From an optimization exercise on the open Yosys and OpenROAD flow, aimed at small area and a short achievable clock period; shortcuts taken in it are not production practice.
Only simulation tests tie the RTL to the original design; equivalence was not proved.
The flow treats the clock pin as an ideal source, which a real chip does not have.

==> inputs of umber <==
## mult_28_pipe
module mult_28_pipe #(
    parameter int          LOGQ  = 28,
    parameter int unsigned PRIME = 32'h0FFF_0001,
    parameter int          TAGW  = 8
) (
    input  logic                CLK,
    input  logic                RSTN,
    input  logic                EN,
    input  logic                IN_VALID,
    input  logic [LOGQ-1:0]     A,
    input  logic [LOGQ-1:0]     B,
    input  logic [TAGW-1:0]     IN_TAG,
    output logic                OUT_VALID,
    output logic [2*LOGQ-1:0]   PROD,
    output logic [TAGW-1:0]     OUT_TAG,
    output logic                BUSY,
    output logic                RANGE_ERR
);
Settings: LEC_CHECK=0, ABC_AREA=1, CAP_MARGIN=20, CORE_MARGIN=2, CORE_UTILIZATION=40, SETUP_SLACK_MARGIN=2.5, SLEW_MARGIN=20; clock period 6.5 ns.
standard.sh (not shown) runs the stock make flow with config.mk's settings and CLKGATE_MAP_FILE= SYNTH_SCRIPT=/design/flow/synth_recipe.tcl, a recipe that flattens the netlist after the stock synthesis.
==> flow/flow/run.sh <==
#!/bin/bash
# Own layout flow: the standard flow (standard.sh), except that synthesis
# runs ORFS's synth.tcl with Yosys's "synth -run fine:" given -noabc, so the
# generic ABC pass does not restructure the carry-save adders before
# extract_fa maps them onto full-adder cells (it otherwise leaves an inverter
# on many adder-to-adder nets). Port buffers are plain buf_1 cells instead of
# delay buffers, and clock tree synthesis adds no dummy loads and builds the
# tree from clkbuf_4. Everything else is the standard flow.
set -euo pipefail
here=$(pwd)
# Modified copy of ORFS's synth.tcl
sed 's/synth -top $::env(DESIGN_NAME) -run fine: {\*}$synth_full_args/synth -top $::env(DESIGN_NAME) -run fine: -noabc {*}$synth_full_args/' \
    "$FLOW_HOME/scripts/synth.tcl" > "$here/flow_synth.tcl"
grep -q -- '-run fine: -noabc' "$here/flow_synth.tcl"
# synth_recipe.tcl with the modified synth.tcl in place of ORFS's
sed "s#source \$::env(SCRIPTS_DIR)/synth.tcl#source $here/flow_synth.tcl#" \
    "$here/synth_recipe.tcl" > "$here/flow_synth_recipe.tcl"
grep -q "flow_synth.tcl" "$here/flow_synth_recipe.tcl"
# standard.sh with that synthesis script
sed "s#SYNTH_SCRIPT=$here/synth_recipe.tcl#SYNTH_SCRIPT=$here/flow_synth_recipe.tcl#" \
    "$here/standard.sh" > "$here/flow_standard.sh"
grep -q "flow_synth_recipe.tcl" "$here/flow_standard.sh"
export BUFFER_PORTS_ARGS="-buffer_cell sky130_fd_sc_hd__buf_1"
export CTS_ARGS="-sink_clustering_enable -repair_clock_nets -dont_use_dummy_load -buf_list {sky130_fd_sc_hd__clkbuf_4}"
bash "$here/flow_standard.sh" > "$here/flow_make.log" 2>&1
==> inputs of nickel, as changes to umber <==
- SETUP_SLACK_MARGIN: 2.5 -> 3.5
==> inputs of onyx, as changes to umber <==
==> flow/flow/run.sh (replaced) <==
#!/bin/bash
set -euo pipefail
here=$(pwd)
# Modified copy of ORFS's synth.tcl
sed 's/synth -top $::env(DESIGN_NAME) -run fine: {\*}$synth_full_args/synth -top $::env(DESIGN_NAME) -run fine: -noabc {*}$synth_full_args/' \
    "$FLOW_HOME/scripts/synth.tcl" > "$here/flow_synth.tcl"
grep -q -- '-run fine: -noabc' "$here/flow_synth.tcl"
# synth_recipe.tcl with the modified synth.tcl in place of ORFS's
sed "s#source \$::env(SCRIPTS_DIR)/synth.tcl#source $here/flow_synth.tcl#" \
    "$here/synth_recipe.tcl" > "$here/flow_synth_recipe.tcl"
grep -q "flow_synth.tcl" "$here/flow_synth_recipe.tcl"
# standard.sh with that synthesis script
sed -e "s#SYNTH_SCRIPT=$here/synth_recipe.tcl#SYNTH_SCRIPT=$here/flow_synth_recipe.tcl#" \
    -e "s#CLKGATE_MAP_FILE= #CLKGATE_MAP_FILE= MATCH_CELL_FOOTPRINT=0 #" \
    "$here/standard.sh" > "$here/flow_standard.sh"
grep -q "flow_synth_recipe.tcl" "$here/flow_standard.sh"
grep -q "MATCH_CELL_FOOTPRINT=0" "$here/flow_standard.sh"
export BUFFER_PORTS_ARGS="-buffer_cell sky130_fd_sc_hd__buf_1"
export CTS_ARGS="-sink_clustering_enable -repair_clock_nets -dont_use_dummy_load -buf_list {sky130_fd_sc_hd__clkbuf_4}"
bash "$here/flow_standard.sh" cts > "$here/flow_make_cts.log" 2>&1
RES="$here/orfs/results/sky130hd/mult_28_pipe/base" PLATFORM_DIR="$FLOW_HOME/platforms/sky130hd" \
SKEW_CELL2=sky130_fd_sc_hd__clkdlybuf4s18_1 SKEW_CELL3=sky130_fd_sc_hd__clkdlybuf4s50_1 \
    openroad -no_init -exit "$here/flow/skew.tcl" > "$here/flow_skew.log" 2>&1
bash "$here/flow_standard.sh" > "$here/flow_make.log" 2>&1
==> flow/flow/skew.tcl (new file) <==
set R $::env(RES)
set P $::env(PLATFORM_DIR)
read_lef $P/lef/sky130_fd_sc_hd.tlef
read_lef $P/lef/sky130_fd_sc_hd_merged.lef
read_liberty $P/lib/sky130_fd_sc_hd__tt_025C_1v80.lib
read_db $R/4_cts.odb
read_sdc $R/4_cts.sdc
source $P/setRC.tcl
set_propagated_clock [all_clocks]
estimate_parasitics -placement
report_worst_slack -max
set block [ord::get_db_block]
set groups [list [list r2_q $::env(SKEW_CELL2)] [list r_p3 $::env(SKEW_CELL3)]]
set n 0
set leafnets {}
foreach net [$block getNets] {
  if {[$net getSigType] ne "CLOCK"} continue
  lappend leafnets [$net getName]
}
# Per leaf clock net and per group: if the group owns every sink of the net,
# the delay cell goes on the input of the net's leaf buffer (the leaf buffer
# still drives the sinks); otherwise the group's sinks get a clkbuf_4 of their
# own, with the delay cell on its input.
foreach nname $leafnets {
  set allpins {}
  foreach pin [get_pins -quiet -of_objects [get_nets $nname]] {
    if {[get_property $pin direction] eq "input"} { lappend allpins $pin }
  }
  set drvpin ""
  foreach pin [get_pins -quiet -of_objects [get_nets $nname]] {
    if {[get_property $pin direction] eq "output"} { set drvpin $pin }
  }
  if {$drvpin eq ""} continue
  foreach g $groups {
    lassign $g prefix cell
    if {$cell eq "none"} continue
    set pins {}
    set xs 0.0; set ys 0.0
    foreach pin $allpins {
      set pname [get_full_name $pin]
      if {[string first $prefix $pname] == 0 && [string match "*/CLK" $pname]} {
        lappend pins $pin
        set loc [sta::pin_location $pin]
        set xs [expr {$xs + 1e6 * [lindex $loc 0]}]; set ys [expr {$ys + 1e6 * [lindex $loc 1]}]
      }
    }
    if {[llength $pins] == 0} continue
    set k [llength $pins]
    set x [expr {$xs / $k}]; set y [expr {$ys / $k}]
    if {$k == [llength $allpins]} {
      # the leaf buffer's input
      set lb [get_full_name [get_cells -of_objects $drvpin]]
      set lbin [get_pins $lb/A]
      set loc [sta::pin_location $lbin]
      set innet [get_full_name [get_nets -of_objects $lbin]]
      insert_buffer -buffer_cell $cell -net $innet -load_pins [list $lbin] -location [list [expr {1e6*[lindex $loc 0]}] [expr {1e6*[lindex $loc 1]}]] -buffer_name skew_${prefix}_$n
    } else {
      insert_buffer -buffer_cell sky130_fd_sc_hd__clkbuf_4 -net $nname -load_pins $pins -location [list $x $y] -buffer_name skewb_${prefix}_$n
      set bin [get_pins skewb_${prefix}_$n/A]
      insert_buffer -buffer_cell $cell -net $nname -load_pins [list $bin] -location [list $x $y] -buffer_name skew_${prefix}_$n
    }
    incr n
  }
}
puts "skew buffers inserted: $n"
# new nets carry the clock
foreach net [$block getNets] {
  set drv [$net getFirstOutput]
  if {$drv ne "NULL" && $drv ne "" && [string match "skew_*" [[$drv getInst] getName]]} { $net setSigType CLOCK }
}
detailed_placement
check_placement
estimate_parasitics -placement
report_worst_slack -max
report_worst_slack -min
write_db $R/4_cts.odb
- SETUP_SLACK_MARGIN: 2.5 -> 3.25
==> summary of the runs <==
Sequential cell count is the same in umber and onyx.
In area after synthesis, umber and nickel do not differ.
Against onyx, the critical path depth of umber is lower by 1.
Clock skew, lowest first: nickel, umber, onyx.
The highest clock-buffer cell count belongs to onyx, the lowest to nickel.
Non-clock buffer count, lowest first: umber, onyx, nickel.

==> run R <==
Another version of the RTL of mult_28_pipe (not shown whole).
## mult_28_pipe
module mult_28_pipe #(
    parameter int          LOGQ  = 28,
    parameter int unsigned PRIME = 32'h0FFF_0001,
    parameter int          TAGW  = 8
) (
    input  logic                CLK,
    input  logic                RSTN,
    input  logic                EN,
    input  logic                IN_VALID,
    input  logic [LOGQ-1:0]     A,
    input  logic [LOGQ-1:0]     B,
    input  logic [TAGW-1:0]     IN_TAG,
    output logic                OUT_VALID,
    output logic [2*LOGQ-1:0]   PROD,
    output logic [TAGW-1:0]     OUT_TAG,
    output logic                BUSY,
    output logic                RANGE_ERR
);
clock: 6.5 ns
lec_check: 0
abc_area: 1
cap_margin: 20
core_margin: 2
core_utilization: 50
setup_slack_margin: 3.25
slew_margin: 20
==> flow/flow/run.sh <==
#!/bin/bash
set -euo pipefail
here=$(pwd)
# Modified copy of ORFS's synth.tcl
# The design is flattened only after extract_fa, which runs on the top module
# alone: the final carry-propagate adder (module mult_28_pipe_cpa) stays plain
# logic for ABC instead of ending in full-adder cells.
sed -e 's/synth -top $::env(DESIGN_NAME) -run fine: {\*}$synth_full_args/synth -top $::env(DESIGN_NAME) -run fine: -noabc {*}$synth_full_args/' \
    -e 's/^  synth -flatten -run :fine {\*}$synth_full_args/  synth -run :fine {*}$synth_full_args/' \
    -e 's/^  extract_fa {\*}\[dont_use_extract_fa_args\]$/  extract_fa {*}[dont_use_extract_fa_args] $::env(DESIGN_NAME)\n  flatten/' \
    "$FLOW_HOME/scripts/synth.tcl" > "$here/flow_synth.tcl"
grep -q -- '-run fine: -noabc' "$here/flow_synth.tcl"
grep -q -- '^  synth -run :fine' "$here/flow_synth.tcl"
grep -q -- 'dont_use_extract_fa_args\] $::env(DESIGN_NAME)' "$here/flow_synth.tcl"
# synth_recipe.tcl with the modified synth.tcl in place of ORFS's
sed "s#source \$::env(SCRIPTS_DIR)/synth.tcl#source $here/flow_synth.tcl#" \
    "$here/synth_recipe.tcl" > "$here/flow_synth_recipe.tcl"
grep -q "flow_synth.tcl" "$here/flow_synth_recipe.tcl"
# The platform's don't-use cells plus the weakest gate sizes (*_0, the same
# area as *_1) and the low-power clock inverters.
DONT_USE="sky130_fd_sc_hd__a2111oi_0 sky130_fd_sc_hd__a21boi_0 sky130_fd_sc_hd__and2_0 sky130_fd_sc_hd__o21ai_0 sky130_fd_sc_hd__o311ai_0 sky130_fd_sc_hd__or2_0 sky130_fd_sc_hd__clkinvlp_2 sky130_fd_sc_hd__clkinvlp_4 sky130_fd_sc_hd__probe_p_8 sky130_fd_sc_hd__probec_p_8 sky130_fd_sc_hd__lpflow_bleeder_1 sky130_fd_sc_hd__lpflow_clkbufkapwr_1 sky130_fd_sc_hd__lpflow_clkbufkapwr_16 sky130_fd_sc_hd__lpflow_clkbufkapwr_2 sky130_fd_sc_hd__lpflow_clkbufkapwr_4 sky130_fd_sc_hd__lpflow_clkbufkapwr_8 sky130_fd_sc_hd__lpflow_clkinvkapwr_1 sky130_fd_sc_hd__lpflow_clkinvkapwr_16 sky130_fd_sc_hd__lpflow_clkinvkapwr_2 sky130_fd_sc_hd__lpflow_clkinvkapwr_4 sky130_fd_sc_hd__lpflow_clkinvkapwr_8 sky130_fd_sc_hd__lpflow_decapkapwr_12 sky130_fd_sc_hd__lpflow_decapkapwr_3 sky130_fd_sc_hd__lpflow_decapkapwr_4 sky130_fd_sc_hd__lpflow_decapkapwr_6 sky130_fd_sc_hd__lpflow_decapkapwr_8 sky130_fd_sc_hd__lpflow_inputiso0n_1 sky130_fd_sc_hd__lpflow_inputiso0p_1 sky130_fd_sc_hd__lpflow_inputiso1n_1 sky130_fd_sc_hd__lpflow_inputiso1p_1 sky130_fd_sc_hd__lpflow_inputisolatch_1 sky130_fd_sc_hd__lpflow_isobufsrc_1 sky130_fd_sc_hd__lpflow_isobufsrc_16 sky130_fd_sc_hd__lpflow_isobufsrc_2 sky130_fd_sc_hd__lpflow_isobufsrc_4 sky130_fd_sc_hd__lpflow_isobufsrc_8 sky130_fd_sc_hd__lpflow_isobufsrckapwr_16 sky130_fd_sc_hd__lpflow_lsbuf_lh_hl_isowell_tap_1 sky130_fd_sc_hd__lpflow_lsbuf_lh_hl_isowell_tap_2 sky130_fd_sc_hd__lpflow_lsbuf_lh_hl_isowell_tap_4 sky130_fd_sc_hd__lpflow_lsbuf_lh_isowell_4 sky130_fd_sc_hd__lpflow_lsbuf_lh_isowell_tap_1 sky130_fd_sc_hd__lpflow_lsbuf_lh_isowell_tap_2 sky130_fd_sc_hd__lpflow_lsbuf_lh_isowell_tap_4"
# standard.sh with that synthesis script
sed -e "s#SYNTH_SCRIPT=$here/synth_recipe.tcl#SYNTH_SCRIPT=$here/flow_synth_recipe.tcl#" \
    -e "s#CLKGATE_MAP_FILE= #CLKGATE_MAP_FILE= MATCH_CELL_FOOTPRINT=0 DONT_USE_CELLS='$DONT_USE' #" \
    "$here/standard.sh" > "$here/flow_standard.sh"
grep -q "flow_synth_recipe.tcl" "$here/flow_standard.sh"
grep -q "MATCH_CELL_FOOTPRINT=0" "$here/flow_standard.sh"
export BUFFER_PORTS_ARGS="-buffer_cell sky130_fd_sc_hd__buf_1"
export CTS_ARGS="-sink_clustering_enable -repair_clock_nets -dont_use_dummy_load -buf_list {sky130_fd_sc_hd__clkbuf_4}"
bash "$here/flow_standard.sh" cts > "$here/flow_make_cts.log" 2>&1
RES="$here/orfs/results/sky130hd/mult_28_pipe/base" PLATFORM_DIR="$FLOW_HOME/platforms/sky130hd" \
SKEW_CELL2=sky130_fd_sc_hd__clkdlybuf4s18_1 SKEW_CELL3=sky130_fd_sc_hd__clkdlybuf4s50_1 \
    openroad -no_init -exit "$here/flow/skew.tcl" > "$here/flow_skew.log" 2>&1
bash "$here/flow_standard.sh" > "$here/flow_make.log" 2>&1
Other scripts of this flow, unchanged in this note and not shown: flow/flow/skew.tcl
==> run C (differences from run R) <==
Settings changed: CORE_UTILIZATION 50 to 40, SETUP_SLACK_MARGIN 3.25 to 3.3.
==> run D (differences from run R) <==
Settings changed: CORE_UTILIZATION 50 to 40.
==> impl_metrics.prom <==
# TYPE chip_impl_metric gauge
chip_impl_info{name="outcome",value="timing/DRC/antenna clean"} 1
chip_impl_metric{name="detailedRoute.firstPassIterationCount",unit=""} 7
chip_impl_metric{name="timing.clock.skew",unit="ns"} 0.421
chip_impl_metric{name="crit_fanout",unit=""} 27
chip_impl_metric{name="period_share",unit="%"} 49.2
chip_impl_metric{name="numCtsBuffers",unit=""} 93
chip_impl_metric{name="antenna-diode-count",unit=""} 3
chip_impl_metric{name="multi_input_area_share",unit="%"} 52.3
chip_impl_metric{name="placementRows",unit=""} 96
chip_impl_metric{name="pg_seq",unit="W"} 0.00409
chip_impl_metric{name="worst_setup_hold_path_clk_slew",unit="ns"} 0.06
Source of the figures above: run D

==> impl_metrics.prom <==
# TYPE chip_impl_metric gauge
chip_impl_metric{name="placementRows",unit=""} 96
chip_impl_metric{name="worst_setup_hold_path_clk_slew",unit="ns"} 0.07
chip_impl_info{name="netlist.top_cell.by_area",value="sky130_fd_sc_hd__edfxtp_1"} 1
chip_impl_metric{name="antenna-diode-count",unit=""} 6
chip_impl_metric{name="period_share",unit="%"} 48.3
chip_impl_metric{name="multi_input_area_share",unit="%"} 52.0
chip_impl_metric{name="synth-edff-count",unit=""} 324
chip_impl_info{name="outcome",value="timing/DRC/antenna clean"} 1
chip_impl_metric{name="pg_seq",unit="W"} 0.00409
chip_impl_metric{name="numCtsBuffers",unit=""} 93
chip_impl_metric{name="crit_fanout",unit=""} 27
Source of the figures above: run C

==> impl_metrics.prom <==
# TYPE chip_impl_metric gauge
chip_impl_metric{name="crit_fanout",unit=""} 28
chip_impl_info{name="outcome",value="timing/DRC/antenna clean"} 1
chip_impl_metric{name="timing.clock.skew",unit="ns"} 0.424
chip_impl_metric{name="pg_seq",unit="W"} 0.00411
chip_impl_metric{name="worst_setup_hold_path_clk_slew",unit="ns"} 0.06
chip_impl_metric{name="placementRows",unit=""} 86
chip_impl_metric{name="multi_input_area_share",unit="%"} 52.3
chip_impl_metric{name="period_share",unit="%"} 50.1
chip_impl_metric{name="antenna-diode-count",unit=""} 1
Source of the figures above: run R

==> re-timing with driven ports <==
No port has a modelled driver above. Below, the same layouts with a new extraction and two added sets of constraints.
Step 1 (the two cells are an assumption about what drives the block):
set clk [get_ports {CLK}]
set_driving_cell -lib_cell sky130_fd_sc_hd__clkbuf_16 $clk
set_driving_cell -lib_cell sky130_fd_sc_hd__buf_2 [delete_from_list [all_inputs] $clk]
Step 2, shift: input delay + t, output delay - t, t = (earliest + latest rising clock arrival at the registers) / 2. This alone moves slack from input paths to output paths.
Slacks: ideal ports / drivers / drivers and shift; pairs: ideal ports / drivers.
run | shift t [ns] | setup slack, ns | worst setup path after step 2 | latest minus earliest clock arrival (ns)
umber | 0.929 | 2.476 / 2.476 / 2.476 | register to register | 0.109 / 0.109
nickel | 0.873 | 3.147 / 3.147 / 2.873 | input to register | 0.109 / 0.109
onyx | 1.115 | 3.219 / 3.219 / 2.364 | input to register | 0.576 / 0.576
run R | 1.097 | 3.244 / 3.244 / 2.905 | input to register | 0.542 / 0.541
run C | 1.113 | 3.360 / 3.298 / 2.988 | input to register | 0.543 / 0.543
run D | 1.097 | 3.300 / 3.300 / 2.979 | input to register | 0.543 / 0.543
Clock arrivals are far apart in onyx, run R, run C and run D, so t is only a midpoint there and step 2 fits no single register. The setup slack of onyx, which loses most, moves by 0.000 ns with the drivers and by -0.855 ns with both steps.
